From an optimization exercise on the open Yosys and OpenROAD flow, aimed at small area, a short achievable clock period and few clock cycles per item; shortcuts taken in it are not production practice. Function was checked by simulation only, so behaviour that the tests miss may differ from the original.

==> nickel <==
## ex_mdu
module ex_mdu (
  input  logic        clk,
  input  logic        rst,
  input  logic        start,
  input  logic [2:0]  op,
  input  logic [31:0] src_a,
  input  logic [31:0] src_b,
  input  logic        flush,
  input  logic        ex_hold,
  output logic        busy,
  output logic        done,
  output logic [31:0] hi,
  output logic [31:0] lo
);
export LEC_CHECK = 0
export CAP_MARGIN = 20
export CORE_MARGIN = 2
export CORE_UTILIZATION = 40
export SETUP_SLACK_MARGIN = 4.3
export SLEW_MARGIN = 20
create_clock -name core_clock -period 9.0 [get_ports {clk}]
run.sh (not shown) runs the stock make flow with config.mk's settings and CLKGATE_MAP_FILE= SYNTH_SCRIPT=/design/flow/synth_recipe.tcl, a recipe that flattens the netlist after the stock synthesis.
==> inputs of sierra, as changes to nickel <==
--- a/flow/design.v
+++ b/flow/design.v
@@ -20,31 +20,35 @@
   logic [5:0]  r_cnt;   
   logic [32:0] r_a;     
   logic [32:0] r_p;     
   logic [32:0] r_c;     
   logic [7:0]  r_sl;    
   logic [7:0]  r_cl;
+  logic        r_cy;    
   logic [31:0] r_b;     
   logic [3:0]  r_one;   
   logic [3:0]  r_two;
   logic [3:0]  r_neg;
   logic        r_x5;    
   logic        r_an;    
   logic        r_nq;    
   logic        r_pz;    
   logic        r_res;   
+  logic        r_sub;   
   logic [31:0] r_hi;
   logic [31:0] r_lo;
   logic w_sgn, w_go, w_last;
   assign w_sgn  = ~op[0];
   assign w_go   = (r_state == S_IDLE) & start;
   assign w_last = (r_cnt[4:0] == 5'd0);
   logic [SW-1:0] w_row [0:6];
   logic [SW-1:0] w_s, w_c;
-  logic [8:0]    w_v;        
-  assign w_v = {1'b0, r_sl} + {1'b0, r_cl};
+  logic [7:0]    w_v;        
+  logic [8:0]    w_vn;       
+  assign w_v  = r_sl + r_cl;
+  assign w_vn = {1'b0, w_s[7:0]} + {1'b0, w_c[7:0]};
   always_comb begin
     logic [33:0] xe, m;
     xe = {r_a[32], r_a};
     for (int i = 0; i < 7; i++) w_row[i] = '0;
     for (int i = 0; i < 4; i++) begin
       m = ({34{r_one[i]}} & xe) | ({34{r_two[i]}} & {xe[32:0], 1'b0});
@@ -56,13 +60,13 @@
     w_row[3][2] = r_neg[1];
     w_row[3][4] = r_neg[2];
     w_row[4] = SW'(r_p);
     w_row[5] = SW'(r_c);
     w_row[6] = SW'(41'd85 << 32);
     w_row[6][6] = r_neg[3];
-    w_row[6][0] = w_v[8];
+    w_row[6][0] = r_cy;
   end
   function automatic logic [2*SW-1:0] csa(input logic [SW-1:0] a, b, c);
     csa = {(((a & b) | (a & c) | (b & c)) << 1), a ^ b ^ c};
   endfunction
   always_comb begin
     logic [SW-1:0] s1, c1, s2, c2, s3, c3, s4, c4;
@@ -73,14 +77,14 @@
     {w_c, w_s} = csa(s4, c4, c3);
   end
   logic [33:0] w_aa, w_ab, w_sum;
   logic [34:0] w_sum1;
   logic        w_ci;
   assign w_aa   = {r_p[32] & ~r_pz, r_p & {33{~r_pz}}};
-  assign w_ab   = r_res ? {1'b0, r_c} : ({r_a[32], r_a} ^ {34{r_neg[0]}});
-  assign w_ci   = r_res ? w_v[8] : r_neg[0];
+  assign w_ab   = r_res ? {1'b0, r_c} : ({r_a[32], r_a} ^ {34{r_sub}});
+  assign w_ci   = r_res ? r_cy : r_sub;
   assign w_sum1 = {w_aa, 1'b1} + {w_ab, w_ci};
   assign w_sum  = w_sum1[34:1];
   logic w_zero;
   assign w_zero = ((w_aa ^ w_ab) == {w_aa[32:0] | w_ab[32:0], w_ci});
   logic w_q;
   assign w_q = r_an ? (w_sum[33] | w_zero) : ~w_sum[33];
@@ -180,26 +184,29 @@
       r_one <= w_one;
       r_two <= w_two;
       r_neg <= w_neg;
     end else begin
       r_one <= {3'b000, ~((r_state == S_DIV) & w_last & w_q)};
       r_two <= 4'b0000;
-      case (r_state)
-        S_ALN:   r_neg <= {3'b000, ~r_nq};
-        S_DIV:   r_neg <= {3'b000, w_q ^ r_nq};
-        S_RES:   r_neg <= 4'b0000;
-        default: r_neg <= 4'b0001;
-      endcase
-    end
+      r_neg <= 4'b0000;
+    end
+    case (r_state)
+      S_ALN:   r_sub <= ~r_nq;
+      S_DIV:   r_sub <= w_q ^ r_nq;
+      S_FIXR:  r_sub <= 1'b1;
+      default: r_sub <= 1'b0;
+    endcase
     r_c  <= {1'b0, w_xa & {32{op[1]}}};
     r_sl <= 8'd0;
     r_cl <= 8'd0;
+    r_cy <= 1'b0;
     if (r_state == S_MUL) begin
       r_c  <= w_c[40:8];
       r_sl <= w_s[7:0];
       r_cl <= w_c[7:0];
+      r_cy <= w_vn[8];
     end else if (r_state != S_IDLE) begin
       r_c  <= r_c;
     end
     if (w_go) begin
       r_a   <= {w_sgn & src_b[31], src_b};
       r_an  <= w_sgn & src_a[31];
Settings changed: CORE_UTILIZATION 40 to 55, SETUP_SLACK_MARGIN 4.3 to 4.8.
==> inputs of raven, as changes to nickel <==
--- a/flow/design.v
+++ b/flow/design.v
@@ -11,40 +11,44 @@
   output logic        done,
   output logic [31:0] hi,
   output logic [31:0] lo
 );
   localparam int SW = 41;    
   typedef enum logic [3:0] {
-    S_IDLE, S_MUL, S_RES, S_EXT, S_PRE, S_ALN, S_DIV, S_FIXR, S_FIXQ, S_DONE
+    S_IDLE, S_MUL, S_RES, S_EXT, S_PRE, S_DIV, S_FIXR, S_FIXQ, S_DONE
   } state_t;
   state_t      r_state;
   logic [5:0]  r_cnt;   
   logic [32:0] r_a;     
   logic [32:0] r_p;     
   logic [32:0] r_c;     
   logic [7:0]  r_sl;    
   logic [7:0]  r_cl;
+  logic        r_cy;    
   logic [31:0] r_b;     
   logic [3:0]  r_one;   
   logic [3:0]  r_two;
   logic [3:0]  r_neg;
   logic        r_x5;    
   logic        r_an;    
   logic        r_nq;    
   logic        r_pz;    
   logic        r_res;   
+  logic        r_sub;   
   logic [31:0] r_hi;
   logic [31:0] r_lo;
   logic w_sgn, w_go, w_last;
   assign w_sgn  = ~op[0];
   assign w_go   = (r_state == S_IDLE) & start;
   assign w_last = (r_cnt[4:0] == 5'd0);
   logic [SW-1:0] w_row [0:6];
   logic [SW-1:0] w_s, w_c;
-  logic [8:0]    w_v;        
-  assign w_v = {1'b0, r_sl} + {1'b0, r_cl};
+  logic [7:0]    w_v;        
+  logic [8:0]    w_vn;       
+  assign w_v  = r_sl + r_cl;
+  assign w_vn = {1'b0, w_s[7:0]} + {1'b0, w_c[7:0]};
   always_comb begin
     logic [33:0] xe, m;
     xe = {r_a[32], r_a};
     for (int i = 0; i < 7; i++) w_row[i] = '0;
     for (int i = 0; i < 4; i++) begin
       m = ({34{r_one[i]}} & xe) | ({34{r_two[i]}} & {xe[32:0], 1'b0});
@@ -56,13 +60,13 @@
     w_row[3][2] = r_neg[1];
     w_row[3][4] = r_neg[2];
     w_row[4] = SW'(r_p);
     w_row[5] = SW'(r_c);
     w_row[6] = SW'(41'd85 << 32);
     w_row[6][6] = r_neg[3];
-    w_row[6][0] = w_v[8];
+    w_row[6][0] = r_cy;
   end
   function automatic logic [2*SW-1:0] csa(input logic [SW-1:0] a, b, c);
     csa = {(((a & b) | (a & c) | (b & c)) << 1), a ^ b ^ c};
   endfunction
   always_comb begin
     logic [SW-1:0] s1, c1, s2, c2, s3, c3, s4, c4;
@@ -73,21 +77,21 @@
     {w_c, w_s} = csa(s4, c4, c3);
   end
   logic [33:0] w_aa, w_ab, w_sum;
   logic [34:0] w_sum1;
   logic        w_ci;
   assign w_aa   = {r_p[32] & ~r_pz, r_p & {33{~r_pz}}};
-  assign w_ab   = r_res ? {1'b0, r_c} : ({r_a[32], r_a} ^ {34{r_neg[0]}});
-  assign w_ci   = r_res ? w_v[8] : r_neg[0];
+  assign w_ab   = r_res ? {1'b0, r_c} : ({r_a[32], r_a} ^ {34{r_sub}});
+  assign w_ci   = r_res ? r_cy : r_sub;
   assign w_sum1 = {w_aa, 1'b1} + {w_ab, w_ci};
   assign w_sum  = w_sum1[34:1];
   logic w_zero;
   assign w_zero = ((w_aa ^ w_ab) == {w_aa[32:0] | w_ab[32:0], w_ci});
   logic w_q;
   assign w_q = r_an ? (w_sum[33] | w_zero) : ~w_sum[33];
-  logic [31:0] w_xa, w_xb, w_sm;
+  logic [31:0] w_xa, w_xb;
   logic [5:0]  w_za, w_zb;
   logic        w_qz;
   function automatic logic [5:0] clz32(input logic [31:0] x);
     logic [15:0] v1; logic [15:0] p1;
     logic [7:0]  v2; logic [15:0] p2;
     logic [3:0]  v3; logic [11:0] p3;
@@ -111,33 +115,29 @@
     end
     p5 = v4[1] ? {1'b0, p4[7:4]} : {1'b1, p4[3:0]};
     clz32 = (v4[1] | v4[0]) ? {1'b0, p5} : 6'd32;
   endfunction
   assign w_xa = (w_sgn & src_a[31]) ? {~src_a[30:0], 1'b1} : src_a;
   assign w_xb = (w_sgn & src_b[31]) ? ~src_b : src_b;
-  assign w_za = clz32(r_c[31:0]);
-  assign w_zb = clz32(r_b);
-  always_comb begin
-    w_sm = r_c[31:0];
-    for (int k = 1; k < 32; k = k * 2) w_sm = w_sm | (w_sm >> k);
-  end
-  assign w_qz = |(r_b & ~w_sm);
+  assign w_za = clz32(w_xa);
+  assign w_zb = clz32(w_xb);
+  assign w_qz = (r_cnt < r_c[5:0]);    
   logic [5:0] w_dd;
   logic [4:0] w_d;
-  assign w_dd = w_zb - w_za;
+  assign w_dd = r_cnt - r_c[5:0];
   assign w_d  = w_dd[5] ? 5'd31 : w_dd[4:0];
   logic [32:0] w_p_n;
   logic [31:0] w_b_n;
   logic        w_hwe, w_lwe;    
   always_comb begin
     w_p_n = r_p;
     w_b_n = r_b;
     case (r_state)
       S_IDLE: begin
         w_p_n = op[1] ? {w_sgn & src_a[31], src_a} : 33'h1_0000_0000;
-        w_b_n = op[1] ? w_xb : src_a;
+        w_b_n = op[1] ? 32'd0 : src_a;
       end
       S_MUL: begin
         w_p_n = w_s[40:8];
         w_b_n = {w_v[7:0], r_b[31:8]};
       end
       S_RES: begin
@@ -145,13 +145,12 @@
         w_b_n = {w_v[7:0], r_b[31:8]};
       end
       S_EXT, S_DIV: begin
         w_p_n = w_sum[32:0];
         if (r_state == S_DIV) w_b_n = {r_b[30:0], w_q};
       end
-      S_PRE:  w_b_n = 32'd0;
       S_FIXR: if (r_one[0]) w_p_n = w_sum[32:0];    
       default: ;
     endcase
   end
   assign w_lwe = ~flush & (((r_state == S_RES) & ~r_x5) | (r_state == S_EXT) |
                            ((r_state == S_PRE) & w_qz) |
@@ -180,42 +179,44 @@
       r_one <= w_one;
       r_two <= w_two;
       r_neg <= w_neg;
     end else begin
       r_one <= {3'b000, ~((r_state == S_DIV) & w_last & w_q)};
       r_two <= 4'b0000;
-      case (r_state)
-        S_ALN:   r_neg <= {3'b000, ~r_nq};
-        S_DIV:   r_neg <= {3'b000, w_q ^ r_nq};
-        S_RES:   r_neg <= 4'b0000;
-        default: r_neg <= 4'b0001;
-      endcase
-    end
-    r_c  <= {1'b0, w_xa & {32{op[1]}}};
+      r_neg <= 4'b0000;
+    end
+    case (r_state)
+      S_PRE:   r_sub <= ~r_nq;
+      S_DIV:   r_sub <= w_q ^ r_nq;
+      S_FIXR:  r_sub <= 1'b1;
+      default: r_sub <= 1'b0;
+    endcase
+    r_c  <= {27'd0, w_za & {6{op[1]}}};
     r_sl <= 8'd0;
     r_cl <= 8'd0;
+    r_cy <= 1'b0;
     if (r_state == S_MUL) begin
       r_c  <= w_c[40:8];
       r_sl <= w_s[7:0];
       r_cl <= w_c[7:0];
+      r_cy <= w_vn[8];
     end else if (r_state != S_IDLE) begin
       r_c  <= r_c;
     end
     if (w_go) begin
       r_a   <= {w_sgn & src_b[31], src_b};
       r_an  <= w_sgn & src_a[31];
       r_nq  <= w_sgn & (src_a[31] ^ src_b[31]);
       r_x5  <= op[0] & src_a[31];
-      r_cnt <= 6'd3;
+      r_cnt <= op[1] ? w_zb : 6'd3;
     end else begin
       r_cnt <= r_cnt - 6'd1;
       case (r_state)
-        S_PRE: r_cnt <= {1'b0, w_d};
-        S_ALN: begin
-          r_a   <= r_a << r_cnt[4:0];
-          r_cnt <= r_cnt;
+        S_PRE: begin
+          r_a   <= r_a << w_d;
+          r_cnt <= {1'b0, w_d};
         end
         S_DIV:  if (!w_last) r_a <= {r_a[32], r_a[32:1]};
         S_FIXR: r_a <= {1'b0, r_b};
         default: ;
       endcase
     end
@@ -249,14 +250,13 @@
               end
             end
           end
           S_MUL:  if (w_last) r_state <= S_RES;
           S_RES:  r_state <= r_x5 ? S_EXT : S_DONE;
           S_EXT:  r_state <= S_DONE;
-          S_PRE:  r_state <= w_qz ? S_DONE : S_ALN;
-          S_ALN:  r_state <= S_DIV;
+          S_PRE:  r_state <= w_qz ? S_DONE : S_DIV;
           S_DIV:  if (w_last) r_state <= (r_nq | ~w_q) ? S_FIXR : S_DONE;
           S_FIXR: r_state <= r_nq ? S_FIXQ : S_DONE;
           S_FIXQ: r_state <= S_DONE;
           S_DONE: if (!ex_hold) r_state <= S_IDLE;
           default: r_state <= S_IDLE;
         endcase
Settings changed: CORE_UTILIZATION 40 to 55, SETUP_SLACK_MARGIN 4.3 to 4.8.
==> inputs of umber, as changes to nickel <==
--- a/flow/design.v
+++ b/flow/design.v
@@ -11,40 +11,44 @@
   output logic        done,
   output logic [31:0] hi,
   output logic [31:0] lo
 );
   localparam int SW = 41;    
   typedef enum logic [3:0] {
-    S_IDLE, S_MUL, S_RES, S_EXT, S_PRE, S_ALN, S_DIV, S_FIXR, S_FIXQ, S_DONE
+    S_IDLE, S_MUL, S_RES, S_EXT, S_PRE, S_DIV, S_FIXR, S_FIXQ, S_DONE
   } state_t;
   state_t      r_state;
   logic [5:0]  r_cnt;   
   logic [32:0] r_a;     
   logic [32:0] r_p;     
   logic [32:0] r_c;     
   logic [7:0]  r_sl;    
   logic [7:0]  r_cl;
+  logic        r_cy;    
   logic [31:0] r_b;     
   logic [3:0]  r_one;   
   logic [3:0]  r_two;
   logic [3:0]  r_neg;
   logic        r_x5;    
   logic        r_an;    
   logic        r_nq;    
   logic        r_pz;    
   logic        r_res;   
+  logic        r_sub;   
   logic [31:0] r_hi;
   logic [31:0] r_lo;
   logic w_sgn, w_go, w_last;
   assign w_sgn  = ~op[0];
   assign w_go   = (r_state == S_IDLE) & start;
   assign w_last = (r_cnt[4:0] == 5'd0);
   logic [SW-1:0] w_row [0:6];
   logic [SW-1:0] w_s, w_c;
-  logic [8:0]    w_v;        
-  assign w_v = {1'b0, r_sl} + {1'b0, r_cl};
+  logic [7:0]    w_v;        
+  logic [8:0]    w_vn;       
+  assign w_v  = r_sl + r_cl;
+  assign w_vn = {1'b0, w_s[7:0]} + {1'b0, w_c[7:0]};
   always_comb begin
     logic [33:0] xe, m;
     xe = {r_a[32], r_a};
     for (int i = 0; i < 7; i++) w_row[i] = '0;
     for (int i = 0; i < 4; i++) begin
       m = ({34{r_one[i]}} & xe) | ({34{r_two[i]}} & {xe[32:0], 1'b0});
@@ -56,13 +60,13 @@
     w_row[3][2] = r_neg[1];
     w_row[3][4] = r_neg[2];
     w_row[4] = SW'(r_p);
     w_row[5] = SW'(r_c);
     w_row[6] = SW'(41'd85 << 32);
     w_row[6][6] = r_neg[3];
-    w_row[6][0] = w_v[8];
+    w_row[6][0] = r_cy;
   end
   function automatic logic [2*SW-1:0] csa(input logic [SW-1:0] a, b, c);
     csa = {(((a & b) | (a & c) | (b & c)) << 1), a ^ b ^ c};
   endfunction
   always_comb begin
     logic [SW-1:0] s1, c1, s2, c2, s3, c3, s4, c4;
@@ -73,21 +77,21 @@
     {w_c, w_s} = csa(s4, c4, c3);
   end
   logic [33:0] w_aa, w_ab, w_sum;
   logic [34:0] w_sum1;
   logic        w_ci;
   assign w_aa   = {r_p[32] & ~r_pz, r_p & {33{~r_pz}}};
-  assign w_ab   = r_res ? {1'b0, r_c} : ({r_a[32], r_a} ^ {34{r_neg[0]}});
-  assign w_ci   = r_res ? w_v[8] : r_neg[0];
+  assign w_ab   = r_res ? {1'b0, r_c} : ({r_a[32], r_a} ^ {34{r_sub}});
+  assign w_ci   = r_res ? r_cy : r_sub;
   assign w_sum1 = {w_aa, 1'b1} + {w_ab, w_ci};
   assign w_sum  = w_sum1[34:1];
   logic w_zero;
   assign w_zero = ((w_aa ^ w_ab) == {w_aa[32:0] | w_ab[32:0], w_ci});
   logic w_q;
   assign w_q = r_an ? (w_sum[33] | w_zero) : ~w_sum[33];
-  logic [31:0] w_xa, w_xb, w_sm;
+  logic [31:0] w_xa, w_xb;
   logic [5:0]  w_za, w_zb;
   logic        w_qz;
   function automatic logic [5:0] clz32(input logic [31:0] x);
     logic [15:0] v1; logic [15:0] p1;
     logic [7:0]  v2; logic [15:0] p2;
     logic [3:0]  v3; logic [11:0] p3;
@@ -111,33 +115,29 @@
     end
     p5 = v4[1] ? {1'b0, p4[7:4]} : {1'b1, p4[3:0]};
     clz32 = (v4[1] | v4[0]) ? {1'b0, p5} : 6'd32;
   endfunction
   assign w_xa = (w_sgn & src_a[31]) ? {~src_a[30:0], 1'b1} : src_a;
   assign w_xb = (w_sgn & src_b[31]) ? ~src_b : src_b;
-  assign w_za = clz32(r_c[31:0]);
-  assign w_zb = clz32(r_b);
-  always_comb begin
-    w_sm = r_c[31:0];
-    for (int k = 1; k < 32; k = k * 2) w_sm = w_sm | (w_sm >> k);
-  end
-  assign w_qz = |(r_b & ~w_sm);
+  assign w_za = clz32(w_xa);
+  assign w_zb = clz32(w_xb);
+  assign w_qz = (r_cnt < r_c[5:0]);    
   logic [5:0] w_dd;
   logic [4:0] w_d;
-  assign w_dd = w_zb - w_za;
+  assign w_dd = r_cnt - r_c[5:0];
   assign w_d  = w_dd[5] ? 5'd31 : w_dd[4:0];
   logic [32:0] w_p_n;
   logic [31:0] w_b_n;
   logic        w_hwe, w_lwe;    
   always_comb begin
     w_p_n = r_p;
     w_b_n = r_b;
     case (r_state)
       S_IDLE: begin
         w_p_n = op[1] ? {w_sgn & src_a[31], src_a} : 33'h1_0000_0000;
-        w_b_n = op[1] ? w_xb : src_a;
+        w_b_n = op[1] ? 32'd0 : src_a;
       end
       S_MUL: begin
         w_p_n = w_s[40:8];
         w_b_n = {w_v[7:0], r_b[31:8]};
       end
       S_RES: begin
@@ -145,13 +145,12 @@
         w_b_n = {w_v[7:0], r_b[31:8]};
       end
       S_EXT, S_DIV: begin
         w_p_n = w_sum[32:0];
         if (r_state == S_DIV) w_b_n = {r_b[30:0], w_q};
       end
-      S_PRE:  w_b_n = 32'd0;
       S_FIXR: if (r_one[0]) w_p_n = w_sum[32:0];    
       default: ;
     endcase
   end
   assign w_lwe = ~flush & (((r_state == S_RES) & ~r_x5) | (r_state == S_EXT) |
                            ((r_state == S_PRE) & w_qz) |
@@ -180,42 +179,44 @@
       r_one <= w_one;
       r_two <= w_two;
       r_neg <= w_neg;
     end else begin
       r_one <= {3'b000, ~((r_state == S_DIV) & w_last & w_q)};
       r_two <= 4'b0000;
-      case (r_state)
-        S_ALN:   r_neg <= {3'b000, ~r_nq};
-        S_DIV:   r_neg <= {3'b000, w_q ^ r_nq};
-        S_RES:   r_neg <= 4'b0000;
-        default: r_neg <= 4'b0001;
-      endcase
-    end
-    r_c  <= {1'b0, w_xa & {32{op[1]}}};
+      r_neg <= 4'b0000;
+    end
+    case (r_state)
+      S_PRE:   r_sub <= ~r_nq;
+      S_DIV:   r_sub <= w_q ^ r_nq;
+      S_FIXR:  r_sub <= 1'b1;
+      default: r_sub <= 1'b0;
+    endcase
+    r_c  <= {27'd0, w_za & {6{op[1]}}};
     r_sl <= 8'd0;
     r_cl <= 8'd0;
+    r_cy <= 1'b0;
     if (r_state == S_MUL) begin
       r_c  <= w_c[40:8];
       r_sl <= w_s[7:0];
       r_cl <= w_c[7:0];
+      r_cy <= w_vn[8];
     end else if (r_state != S_IDLE) begin
       r_c  <= r_c;
     end
     if (w_go) begin
       r_a   <= {w_sgn & src_b[31], src_b};
       r_an  <= w_sgn & src_a[31];
       r_nq  <= w_sgn & (src_a[31] ^ src_b[31]);
       r_x5  <= op[0] & src_a[31];
-      r_cnt <= 6'd3;
+      r_cnt <= op[1] ? w_zb : 6'd3;
     end else begin
       r_cnt <= r_cnt - 6'd1;
       case (r_state)
-        S_PRE: r_cnt <= {1'b0, w_d};
-        S_ALN: begin
-          r_a   <= r_a << r_cnt[4:0];
-          r_cnt <= r_cnt;
+        S_PRE: begin
+          r_a   <= r_a << w_d;
+          r_cnt <= {1'b0, w_d};
         end
         S_DIV:  if (!w_last) r_a <= {r_a[32], r_a[32:1]};
         S_FIXR: r_a <= {1'b0, r_b};
         default: ;
       endcase
     end
@@ -249,14 +250,13 @@
               end
             end
           end
           S_MUL:  if (w_last) r_state <= S_RES;
           S_RES:  r_state <= r_x5 ? S_EXT : S_DONE;
           S_EXT:  r_state <= S_DONE;
-          S_PRE:  r_state <= w_qz ? S_DONE : S_ALN;
-          S_ALN:  r_state <= S_DIV;
+          S_PRE:  r_state <= w_qz ? S_DONE : S_DIV;
           S_DIV:  if (w_last) r_state <= (r_nq | ~w_q) ? S_FIXR : S_DONE;
           S_FIXR: r_state <= r_nq ? S_FIXQ : S_DONE;
           S_FIXQ: r_state <= S_DONE;
           S_DONE: if (!ex_hold) r_state <= S_IDLE;
           default: r_state <= S_IDLE;
         endcase
==> flow/flow/run.sh (new file) <==
#!/bin/bash
# The standard layout (the standard.sh, all steps), except that the port
# buffers which global placement puts on every input and output are buf_1 cells
# instead of the default choice. The make output goes to standard.log here.
set -euo pipefail
export BUFFER_PORTS_ARGS="-buffer_cell sky130_fd_sc_hd__buf_1"
bash standard.sh > standard.log 2>&1
==> flow/standard.sh (new file) <==
#!/bin/bash
# synth_recipe.tcl (not shown) runs the flow's synth.tcl, then flattens the netlist and writes it again
# the make line also repeats each setting of config.mk as NAME=value (left out here)
make -C /OpenROAD-flow-scripts/flow DESIGN_CONFIG=/design/flow/config.mk WORK_HOME=/design/flow/orfs CLKGATE_MAP_FILE= SYNTH_SCRIPT=/design/flow/synth_recipe.tcl "${@:-finish}"
Settings changed: CORE_UTILIZATION 40 to 55, CTS_BUF_LIST from default to sky130_fd_sc_hd__clkbuf_8, SETUP_SLACK_MARGIN 4.3 to 4.8.
removed: flow/run.sh
==> comparison <==
Against umber, the final cell count of raven is smaller by about 0.24%.
Via count: sierra > nickel > umber > raven.
The highest critical path depth belongs to umber, the lowest to sierra.
Against raven, the sequential share of layout area of umber is higher by 0.97 points.
Of sierra and raven, sierra has the higher die area (gap about 2.4%, measured against raven).
==> figures <==
| quantity | raven | nickel | umber | sierra |
|---|---|---|---|---|
| Iteration-0 DRC Markers | 4376 | 3785 | 4581 | 5199 |
| Result of the run | timing/DRC/antenna clean | timing/DRC/antenna clean | timing/DRC/antenna clean | timing/DRC/antenna clean |
| Detailed-routing iteration count for the pre-antenna-repair pass | 10 | 10 | 9 | 13 |
| Per-instance average area after synthesis | 8.21 um2 | 8.10 um2 | 8.21 um2 | 8.05 um2 |
| DP Worst Slack | 3.10 ns | 3.64 ns | 4.01 ns | 3.80 ns |
| Busiest layer in global routing | met2 | met1 | met2 | met2 |
| Share of the synthesized area in the top cell type | 13.7% | 13.3% | 13.7% | 13.3% |
| Count of vias placed by the detailed router | 25337 | 25665 | 25359 | 26434 |
| Biggest fanout along the worst timing path | 6 | 71 | 9 | 6 |
| Combined buffer and inverter count along the critical path | 1 | 2 | 2 | 3 |
| Final cell area excluding filler cells | 28800 um2 | 28300 um2 | 27400 um2 | 29400 um2 |
| Clock slew at reported path FFs | 0.06 ns | 0.07 ns | 0.06 ns | 0.06 ns |
| Met1 Resource Use GR | 60.4% | 53.2% | 61.2% | 65.1% |
Testbench counts of nickel, summed over its fixed seeds: cycles 24,537, ops 3,200.
Testbench counts of sierra, summed over its fixed seeds: cycles 24,537, ops 3,200.
Testbench counts of raven, summed over its fixed seeds: cycles 23,783, ops 3,200.
Testbench counts of umber, summed over its fixed seeds: cycles 23,783, ops 3,200.

-- separate check: timing with driven ports --
No port has a modelled driver above. Below, the same layouts with a new extraction and two added sets of constraints.
Step 1 (the two cells are an assumption about what drives the block):
set clk [get_ports {clk}]
set_driving_cell -lib_cell sky130_fd_sc_hd__clkbuf_16 $clk
set_driving_cell -lib_cell sky130_fd_sc_hd__buf_2 [delete_from_list [all_inputs] $clk]
Step 2 adds t to the input delays and takes it off the output delays; t is the mean of the earliest and latest rising clock arrival at the registers after step 1. Input paths then give back, and output paths get back, about the clock's delay inside the block.
Three values: ideal ports, drivers, drivers and shift; two values: the first two.
run	t, ns	slack for setup (ns)	worst setup path after step 2	cell pins on the clock port's net
nickel	0.672	4.260 / 4.260 / 3.705	input to register	1
sierra	0.665	4.746 / 4.746 / 4.315	input to register	1
raven	0.656	4.716 / 4.716 / 4.334	input to register	1
umber	0.708	4.751 / 4.751 / 4.251	input to register	1
After both steps setup and hold are still met in every run listed. The setup slack of nickel, which loses most, moves by 0.000 ns with the drivers and by -0.555 ns with both steps.
